Context: an optimization exercise on an open-source flow, tuned for small area, a short achievable clock period and few clock cycles per item. The choices shown serve that exercise and are no tape-out recipe. In this exercise RTL edits were held to simulation tests only and were not proved equivalent to the original. Power figures rest on the tool's default switching activity, not on a simulated workload.

### config.mk
export PLATFORM = sky130hd
export DESIGN_NAME = npu_top
export DESIGN_NICKNAME = npu_top
export VERILOG_FILES = /design/flow/design.v
export SDC_FILE = /design/flow/constraint.sdc
export NUM_CORES = 4
export LEC_CHECK = 0
export CAP_MARGIN = 20
export CORE_MARGIN = 2
export CORE_UTILIZATION = 40
export SLEW_MARGIN = 20
### constraint.sdc
create_clock -name core_clock -period 10.0 [get_ports {aclk}]
set_input_delay 2.0000 -clock core_clock [delete_from_list [all_inputs] [get_ports {aclk}]]
set_output_delay 2.0000 -clock core_clock [all_outputs]
set_load 0.01 [all_outputs]
### design.v
package npu_pkg;
    typedef struct packed {
        logic [32-16-8-1:0] sat_hi;
        logic [16-1:0]                          q8_8;
        logic [8-1:0]                       frac_lo;
    } acc_fields_t;
    typedef union packed {
        logic [32-1:0] raw;
        acc_fields_t           f;
    } acc_word_t;
    typedef enum logic [1:0] {
        act_identity = 2'd0,
        act_relu     = 2'd1,
        act_step     = 2'd2,
        act_spare    = 2'd3
    } act_type_t;
    typedef enum logic [1:0] {
        seq_idle  = 2'd0,
        seq_mac   = 2'd1,
        seq_drain = 2'd2
    } seq_state_t;
endpackage
`timescale 1ns/10ps
module npu_buffer #(
    parameter int depth = 8
) (
    input  logic                     aclk,
    input  logic                     wr_en,
    input  logic [$clog2(depth)-1:0] wr_addr,
    input  logic [16-1:0]   wr_data,
    input  logic [$clog2(depth)-1:0] rd_addr,
    output logic [16-1:0]   rd_data
);
    logic [16-1:0] mem [depth];
    always_ff @(posedge aclk) begin
        if (wr_en) begin
            mem[wr_addr] <= wr_data;
        end
        rd_data <= mem[rd_addr];
    end
endmodule
`timescale 1ns/10ps
module npu_index_counter (
    input  logic                          aclk,
    input  logic                          rst_n,
    input  logic                          en,
    input  logic                          clr,
    output logic [2*$clog2(8)-1:0] k,
    output logic [$clog2(8)-1:0]   row,
    output logic [$clog2(8)-1:0]   col,
    output logic                          row_first,
    output logic                          row_last,
    output logic                          last
);
    localparam int idx_w = $clog2(8);
    always_ff @(posedge aclk) begin
        if (!rst_n || clr) begin
            k <= '0;
        end else if (en) begin
            k <= k + 1'b1;
        end
    end
    assign row = k[2*idx_w-1:idx_w];
    assign col = k[idx_w-1:0];
    assign row_first = (col == '0);
    assign row_last  = (col == idx_w'(8 - 1));
    assign last      = (k == (2*idx_w)'(8 * 8 - 1));
endmodule
`timescale 1ns/10ps
module npu_mac_unit (
    input  logic                   aclk,
    input  logic                   rst_n,
    input  logic                   acc_first,
    input  logic [16-1:0] a,
    input  logic [16-1:0] b,
    output npu_pkg::acc_word_t     acc
);
    logic signed [32-1:0] product;
    assign product = $signed(a) * $signed(b);
    always_ff @(posedge aclk) begin
        if (!rst_n) begin
            acc.raw <= '0;
        end else if (acc_first) begin
            acc.raw <= product;
        end else begin
            acc.raw <= acc.raw + product;
        end
    end
endmodule
`timescale 1ns/10ps
module npu_activation (
    input  npu_pkg::act_type_t     act_sel,
    input  npu_pkg::acc_word_t     acc,
    output logic [16-1:0] result
);
    localparam logic [32-1:0] acc_one = 1 << (2 * 8);
    localparam logic [16-1:0] sat_max = {1'b0, {(16-1){1'b1}}};
    localparam logic [16-1:0] sat_min = {1'b1, {(16-1){1'b0}}};
    npu_pkg::acc_word_t shaped;
    logic      overflow;
    always_comb begin
        shaped = acc;
        case (act_sel)
            npu_pkg::act_relu: begin
                if (acc.raw[32-1]) begin
                    shaped.raw = '0;
                end
            end
            npu_pkg::act_step: begin
                shaped.raw = (!acc.raw[32-1] && acc.raw != '0) ? acc_one : '0;
            end
            default: shaped = acc;
        endcase
    end
    assign overflow = shaped.f.sat_hi != {$bits(shaped.f.sat_hi){shaped.f.q8_8[16-1]}};
    assign result = !overflow ? shaped.f.q8_8 :
                    shaped.raw[32-1] ? sat_min : sat_max;
endmodule
`timescale 1ns/10ps
module npu_reg_bank (
    input  logic                           aclk,
    input  logic                           rst_n,
    input  logic                           reg_wr,
    input  logic                           reg_rd,
    input  logic [8-1:0]     reg_addr,
    input  logic [16-1:0]         reg_wdata,
    output logic [16-1:0]         reg_rdata,
    output logic                           reg_rvalid,
    output logic                           start,
    output npu_pkg::act_type_t             act_sel,
    input  logic                           run_done,
    input  logic                           busy,
    output logic                           interrupt,
    output logic                           in_wr_en,
    output logic [$clog2(8)-1:0]    in_wr_addr,
    output logic                           wt_wr_en,
    output logic [2*$clog2(8)-1:0]  wt_wr_addr,
    output logic [16-1:0]         wr_data,
    output logic [$clog2(8)-1:0]    out_rd_addr,
    input  logic [16-1:0]         out_rd_data
);
    localparam int idx_w  = $clog2(8);
    localparam int addr_w = 8;
    localparam logic [addr_w-1:0] input_base  = 8'h10;
    localparam logic [addr_w-1:0] output_base = 8'h20;
    localparam logic [addr_w-1:0] weight_base = 8'h40;
    logic                   ctrl_wr;
    logic                   input_hit;
    logic                   output_hit;
    logic                   weight_hit;
    logic                   done;
    logic                   rd_out_q;
    logic [16-1:0] status;
    logic [16-1:0] stat_q;
    assign input_hit  = reg_addr[addr_w-1:idx_w] == input_base[addr_w-1:idx_w];
    assign output_hit = reg_addr[addr_w-1:idx_w] == output_base[addr_w-1:idx_w];
    assign weight_hit = reg_addr[addr_w-1:2*idx_w] == weight_base[addr_w-1:2*idx_w];
    assign ctrl_wr    = reg_wr && (reg_addr == 8'h00);
    assign in_wr_en    = reg_wr && input_hit;
    assign in_wr_addr  = reg_addr[idx_w-1:0];
    assign wt_wr_en    = reg_wr && weight_hit;
    assign wt_wr_addr  = reg_addr[2*idx_w-1:0];
    assign wr_data     = reg_wdata;
    assign out_rd_addr = reg_addr[idx_w-1:0];
    assign start = ctrl_wr && reg_wdata[0];
    always_ff @(posedge aclk) begin
        if (!rst_n) begin
            act_sel <= npu_pkg::act_identity;
            done    <= 1'b0;
        end else begin
            if (ctrl_wr && !busy) begin
                act_sel <= npu_pkg::act_type_t'(reg_wdata[2:1]);
            end
            if (run_done) begin
                done <= 1'b1;
            end else if (start && !busy) begin
                done <= 1'b0;
            end
        end
    end
    assign interrupt = done;
    assign status    = {{(16-2){1'b0}}, done, busy};
    always_ff @(posedge aclk) begin
        if (!rst_n) begin
            reg_rvalid <= 1'b0;
            rd_out_q   <= 1'b0;
        end else begin
            reg_rvalid <= reg_rd;
            rd_out_q   <= reg_rd && output_hit;
        end
    end
    always_ff @(posedge aclk) begin
        if (reg_rd) begin
            stat_q <= (reg_addr == 8'h01) ? status : '0;
        end
    end
    assign reg_rdata = rd_out_q ? out_rd_data : stat_q;
endmodule
`timescale 1ns/10ps
module npu_seq_fsm (
    input  logic       aclk,
    input  logic       rst_n,
    input  logic       start,
    input  logic       row_first,
    input  logic       row_last,
    input  logic       last,
    input  logic [2:0] row,
    output logic       cnt_en,
    output logic       cnt_clr,
    output logic       acc_first,
    output logic       out_wr_en,
    output logic [2:0] out_wr_addr,
    output logic       busy,
    output logic       run_done
);
    npu_pkg::seq_state_t state;
    logic       drain_cnt;
    logic       wr_d1;
    logic [2:0] row_d1;
    always_ff @(posedge aclk) begin
        if (!rst_n) begin
            state     <= npu_pkg::seq_idle;
            drain_cnt <= 1'b0;
        end else begin
            case (state)
                npu_pkg::seq_idle: begin
                    drain_cnt <= 1'b0;
                    if (start) begin
                        state <= npu_pkg::seq_mac;
                    end
                end
                npu_pkg::seq_mac: begin
                    if (last) begin
                        state <= npu_pkg::seq_drain;
                    end
                end
                npu_pkg::seq_drain: begin
                    drain_cnt <= ~drain_cnt;
                    if (drain_cnt) begin
                        state <= npu_pkg::seq_idle;
                    end
                end
                default: state <= npu_pkg::seq_idle;
            endcase
        end
    end
    assign cnt_en   = (state == npu_pkg::seq_mac);
    assign cnt_clr  = (state == npu_pkg::seq_idle);
    assign busy     = (state != npu_pkg::seq_idle);
    assign run_done = (state == npu_pkg::seq_drain) && drain_cnt;
    always_ff @(posedge aclk) begin
        if (!rst_n) begin
            acc_first <= 1'b0;
            wr_d1     <= 1'b0;
            out_wr_en <= 1'b0;
        end else begin
            acc_first <= row_first && cnt_en;
            wr_d1     <= row_last && cnt_en;
            out_wr_en <= wr_d1;
        end
    end
    always_ff @(posedge aclk) begin
        row_d1      <= row;
        out_wr_addr <= row_d1;
    end
endmodule
`timescale 1ns/10ps
module npu_top (
    input  logic                       aclk,
    input  logic                       rst_n,
    input  logic                       reg_wr,
    input  logic                       reg_rd,
    input  logic [8-1:0] reg_addr,
    input  logic [16-1:0]     reg_wdata,
    output logic [16-1:0]     reg_rdata,
    output logic                       reg_rvalid,
    output logic                       interrupt
);
    localparam int idx_w = $clog2(8);
    logic                   start;
    logic                   run_done;
    logic                   busy;
    npu_pkg::act_type_t              act_sel;
    logic                   in_wr_en;
    logic [idx_w-1:0]       in_wr_addr;
    logic                   wt_wr_en;
    logic [2*idx_w-1:0]     wt_wr_addr;
    logic [16-1:0] wr_data;
    logic [idx_w-1:0]       out_rd_addr;
    logic [16-1:0] out_rd_data;
    logic                   cnt_en;
    logic                   cnt_clr;
    logic [2*idx_w-1:0]     k;
    logic [idx_w-1:0]       row;
    logic [idx_w-1:0]       col;
    logic                   row_first;
    logic                   row_last;
    logic                   last;
    logic                   acc_first;
    logic                   out_wr_en;
    logic [idx_w-1:0]       out_wr_addr;
    logic [16-1:0] in_rd_data;
    logic [16-1:0] wt_rd_data;
    npu_pkg::acc_word_t              acc;
    logic [16-1:0] act_result;
    npu_reg_bank i_reg_bank (
        .aclk        (aclk),
        .rst_n       (rst_n),
        .reg_wr      (reg_wr),
        .reg_rd      (reg_rd),
        .reg_addr    (reg_addr),
        .reg_wdata   (reg_wdata),
        .reg_rdata   (reg_rdata),
        .reg_rvalid  (reg_rvalid),
        .start       (start),
        .act_sel     (act_sel),
        .run_done    (run_done),
        .busy        (busy),
        .interrupt   (interrupt),
        .in_wr_en    (in_wr_en),
        .in_wr_addr  (in_wr_addr),
        .wt_wr_en    (wt_wr_en),
        .wt_wr_addr  (wt_wr_addr),
        .wr_data     (wr_data),
        .out_rd_addr (out_rd_addr),
        .out_rd_data (out_rd_data)
    );
    npu_seq_fsm i_seq_fsm (
        .aclk        (aclk),
        .rst_n       (rst_n),
        .start       (start),
        .row_first   (row_first),
        .row_last    (row_last),
        .last        (last),
        .row         (row),
        .cnt_en      (cnt_en),
        .cnt_clr     (cnt_clr),
        .acc_first   (acc_first),
        .out_wr_en   (out_wr_en),
        .out_wr_addr (out_wr_addr),
        .busy        (busy),
        .run_done    (run_done)
    );
    npu_index_counter i_index_counter (
        .aclk      (aclk),
        .rst_n     (rst_n),
        .en        (cnt_en),
        .clr       (cnt_clr),
        .k         (k),
        .row       (row),
        .col       (col),
        .row_first (row_first),
        .row_last  (row_last),
        .last      (last)
    );
    npu_buffer #(.depth(8)) i_input_buffer (
        .aclk    (aclk),
        .wr_en   (in_wr_en),
        .wr_addr (in_wr_addr),
        .wr_data (wr_data),
        .rd_addr (col),
        .rd_data (in_rd_data)
    );
    npu_buffer #(.depth(8 * 8)) i_weight_buffer (
        .aclk    (aclk),
        .wr_en   (wt_wr_en),
        .wr_addr (wt_wr_addr),
        .wr_data (wr_data),
        .rd_addr (k),
        .rd_data (wt_rd_data)
    );
    npu_buffer #(.depth(8)) i_output_buffer (
        .aclk    (aclk),
        .wr_en   (out_wr_en),
        .wr_addr (out_wr_addr),
        .wr_data (act_result),
        .rd_addr (out_rd_addr),
        .rd_data (out_rd_data)
    );
    npu_mac_unit i_mac_unit (
        .aclk      (aclk),
        .rst_n     (rst_n),
        .acc_first (acc_first),
        .a         (wt_rd_data),
        .b         (in_rd_data),
        .acc       (acc)
    );
    npu_activation i_activation (
        .act_sel (act_sel),
        .acc     (acc),
        .result  (act_result)
    );
endmodule
### run.sh
#!/bin/bash
# synth_recipe.tcl (not shown) runs the flow's synth.tcl, then flattens the netlist and writes it again
# the make line also repeats each setting of config.mk as NAME=value (left out here)
make -C /OpenROAD-flow-scripts/flow DESIGN_CONFIG=/design/flow/config.mk WORK_HOME=/design/flow/orfs CLKGATE_MAP_FILE= SYNTH_SCRIPT=/design/flow/synth_recipe.tcl finish
==> impl_metrics.toml <==
[clock_tree]
tritoncts = "yes"
clockRootBuffer = "clkbuf_16"
postCtsSetupBuffers = 0
htreeDepth = 4
clock_sinks = 1385
clock_latency_ps = 760
cts_hold_buf = 0
cts_buffers = 142
cts.reportedPaths.clkPinSlew_ps = 60
cts_buffer_depth = 3
post_cts_resize_count = 0

[power_and_ir_drop]
power_leakage_nw = 24.2
ir_drop_v = 0.000127
power_density_nw_per_um2 = 182

[placement]
dp_hpwl_mm = 91.3
dp_slack_ps = 1620
placed_cell_area_sq_um = 67000
routabilityCongestion = 0.848
placedCellCount = 5668
numPortBuffers = 45

[worst_setup_path]
endpoint_kind = "flip-flop"
cp_data_arrival_time_ps = 9020
path_class = "flip-flop to flip-flop"
required_ps = 10590
crit_buf_inv = 3
crit_cells = 29
r2r_cells = 29
path_max_fanout = 16
path_delay_family = "adder cells"
max_stage_delay_ps = 740
cp_slowest_cell = "dfxtp_1"
path_common_cell = "fa_1"
critPathLaunchType = "flip-flop"

[grt]
track_usage = 0.182
grt_pass1_wl_mm = 220
antenna_found_initial = 11
grt_max_degree = 120
grt_pass1_vias = 33200
grt_overflow_total = 0

[drt]
drt-pass1-iter-count = 5
drtIter0Drc = 2812
avgViaCountPerCell = 5.40
postRouteWirelength_mm = 145
vias = 32000
wire_per_inst_um = 24.5
postRouteAntennaNets = 0
drc = 0

[floorplan]
io_pins = 46
die_h_um = 403
core-area_sq_um = 158000
row_count = 146
fp.dieArea_sq_um = 163000
die_width_um = 403
initial_core_util = 0.403

[logic_synthesis]
yosysUniqueCellTypes = 70
synth_area_leaders = "edfxtp_1 60%, mux4_2 14%, fa_1 8.3%"
synth.cell_area_sq_um = 63800
synth_edf_count = 1282
yosysTopAreaCellShare = 0.604
async_flop_share = 0
yosysSeqAreaShare = 0.636
synth.avg_cell_area_sq_um = 17.7
synth_fp_nets = 4014
ys.flop_type = "edfxtp_1"
synth.largest_area_cell = "edfxtp_1"
synth-seq-cells = 1385
yosys_warnings = 7
netlist_instances = 3603

[timing]
tns_ps = 0
finClkSkew_ps = 38.6
slew_headroom = 0.325
final-setup-viol-count = 0
period_share = 0.842
rsz0062_at_grt = "false"
hold_viol = 0
layout_setup_ws_ps = 1580
fin_crit_ps = 8420
fmax_mhz = 119
slew_viol_final = 0
worstMarginPinSlew_ps = 1010

[cells_and_area]
final_layout_size_suffix_gt1_frac = 0.206
finalNonFillerCells = 5931
fin_nets = 4151
design_area_sq_um = 71500
areaGrowthSynthToFinish_pct = 12.1

[worst_hold_path]
hold_path.class = "flip-flop to flip-flop"
hold_path_depth = 0

[flow_run]
max_cap_viol_count = 0

[run_status]
status = "complete, no violations"
final cells by class:
cell class | instances | area [sq um]
diodes | 3 | 7.51
clock buffers | 187 | 3740
clock inverters | 73 | 712
fillers | 13500 | 86900
inverters | 324 | 1220
multi-input cells | 1733 | 21400
flip-flops and latches | 1385 | 40600
well taps | 2072 | 2590
repair buffers | 154 | 1220
power breakdown:
part / total (W) / switching (W) / internal (W)
combinational: 0.00136 / 0.000831 / 0.000527
clock: 0.00506 / 0.00225 / 0.00281
sequential: 0.00656 / 0.0000641 / 0.00650
kinds of logic after synthesis:
family                   count (synthesis)  share of synthesized area
AO/OA/AOI/OAI                          230                     0.0244
XOR/XNOR                                52                    0.00714
adder cells (fa/ha/maj)                383                      0.106
buffers and inverters                  485                     0.0297
flip-flops                            1385                      0.636
multiplexers                           443                      0.149
AND/OR/NAND/NOR                        625                     0.0477
worst paths after layout:
kind / from / slack (ps) / to
worst max-delay path: i_weight_buffer.rd_data[8]$_DFF_P_ / 1580 / i_mac_unit.acc[30]$_SDFF_PN0_
worst min register to register: i_seq_fsm.row_d1[2]$_DFF_P_ / 330 / i_seq_fsm.out_wr_addr[2]$_DFF_P_
worst max register to register: i_weight_buffer.rd_data[8]$_DFF_P_ / 1580 / i_mac_unit.acc[30]$_SDFF_PN0_
worst min-delay path: i_seq_fsm.row_d1[2]$_DFF_P_ / 330 / i_seq_fsm.out_wr_addr[2]$_DFF_P_
cell usage after synthesis (all sizes together) (7+ instances only):
cell type,number
a211oi,12
a21o,47
a21oi,79
and2,143
and3,16
buf,64
clkbuf,97
dfxtp,103
edfxtp,1282
fa,263
ha,120
inv,324
mux2,35
mux2i,8
mux4,400
nand2,183
nand2b,19
nand3,23
nand4,7
nor2,160
nor3,17
nor4,9
o211ai,7
o21a,14
o21ai,24
or3,19
xnor2,37
xor2,15
cells in the final DEF, fill, tap and decap left out, types with 13 or more instances in the layout:
| cell type | synthesis | routed |
|---|---|---|
| fa_1 | 263 | 263 |
| o21ai_0 | 23 | 23 |
| o21a_1 | 13 | 13 |
| nor2_2 | 0 | 17 |
| ha_1 | 120 | 120 |
| mux2_2 | 35 | 35 |
| clkinv_2 | 0 | 19 |
| nor3_1 | 17 | 15 |
| mux4_2 | 400 | 400 |
| or3_1 | 19 | 19 |
| nand2b_1 | 19 | 19 |
| a21oi_1 | 79 | 79 |
| inv_1 | 323 | 323 |
| nor2_1 | 160 | 137 |
| nand3_1 | 23 | 23 |
| clkinv_1 | 0 | 31 |
| and2_1 | 143 | 143 |
| dfxtp_1 | 103 | 99 |
| a21o_1 | 47 | 47 |
| xnor2_1 | 37 | 37 |
| clkdlybuf4s50_1 | 0 | 27 |
| and3_1 | 16 | 16 |
| buf_2 | 27 | 18 |
| clkbuf_16 | 0 | 143 |
| edfxtp_1 | 1282 | 1282 |
| clkbuf_1 | 97 | 44 |
| nand2_1 | 183 | 183 |
| buf_4 | 4 | 105 |
| xor2_1 | 15 | 15 |
sequential cells by signal, indices dropped and copies added, names as in the netlist:
name                     flops
i_weight_buffer.rd_data     16
i_seq_fsm.wr_d1              1
i_reg_bank.rd_out_q          1
i_seq_fsm.acc_first          1
i_seq_fsm.row_d1             3
i_output_buffer.mem        128
i_seq_fsm.state              2
i_seq_fsm.drain_cnt          1
i_reg_bank.act_sel           2
i_index_counter.k            6
i_reg_bank.done              1
i_seq_fsm.out_wr_addr        3
i_input_buffer.rd_data      16
i_seq_fsm.out_wr_en          1
i_mac_unit.acc              32
i_input_buffer.mem         128
i_reg_bank.reg_rvalid        1
i_output_buffer.rd_data     16
i_reg_bank.stat_q            2
i_weight_buffer.mem       1024
per-stage QoR:
step | total power, W | utilization | hold WS, ps
after floorplan | 0.00763 | - | 310
after global placement | 0.00801 | 0.423 | 311
after detailed placement | 0.00804 | 0.423 | 312
after CTS | 0.0131 | 0.451 | 326
after global routing | 0.0135 | 0.451 | 331
final | 0.0130 | 0.451 | 327
layer usage:
metal,vias up,global-route usage,part of all wire
met1,17000,0.266,0.45
met4,4,0.0449,0.019
met5,-,0,0.00019
met2,917,0.286,0.47
li1,13900,-,-
met3,185,0.0279,0.056
Testbench counts, summed over its fixed seeds: cycles 23,936, runs 256.

## port drivers added, routing unchanged
The results above use ideal ports. As a check the final layout listed here was re-extracted and re-timed, cells and wires unchanged. Step 1: set_driving_cell puts a clkbuf_16 on aclk and a buf_2 on each other input, an assumption about the parent block. Step 2, shift: input delay + t, output delay - t, t = (earliest + latest rising clock arrival at the registers) / 2. This alone moves slack from input paths to output paths. Slacks: ideal ports / drivers / drivers and shift; pairs: ideal ports / drivers.
t (ns): 0.824
setup WS [ns]: 1.575 / 1.575 / 1.575
slew at the worst register clock pin (ns): 0.07 / 0.07
After both steps this run still meets setup and hold. For this run, drivers alone change the setup slack by 0.000 ns; drivers and shift together by 0.000 ns.
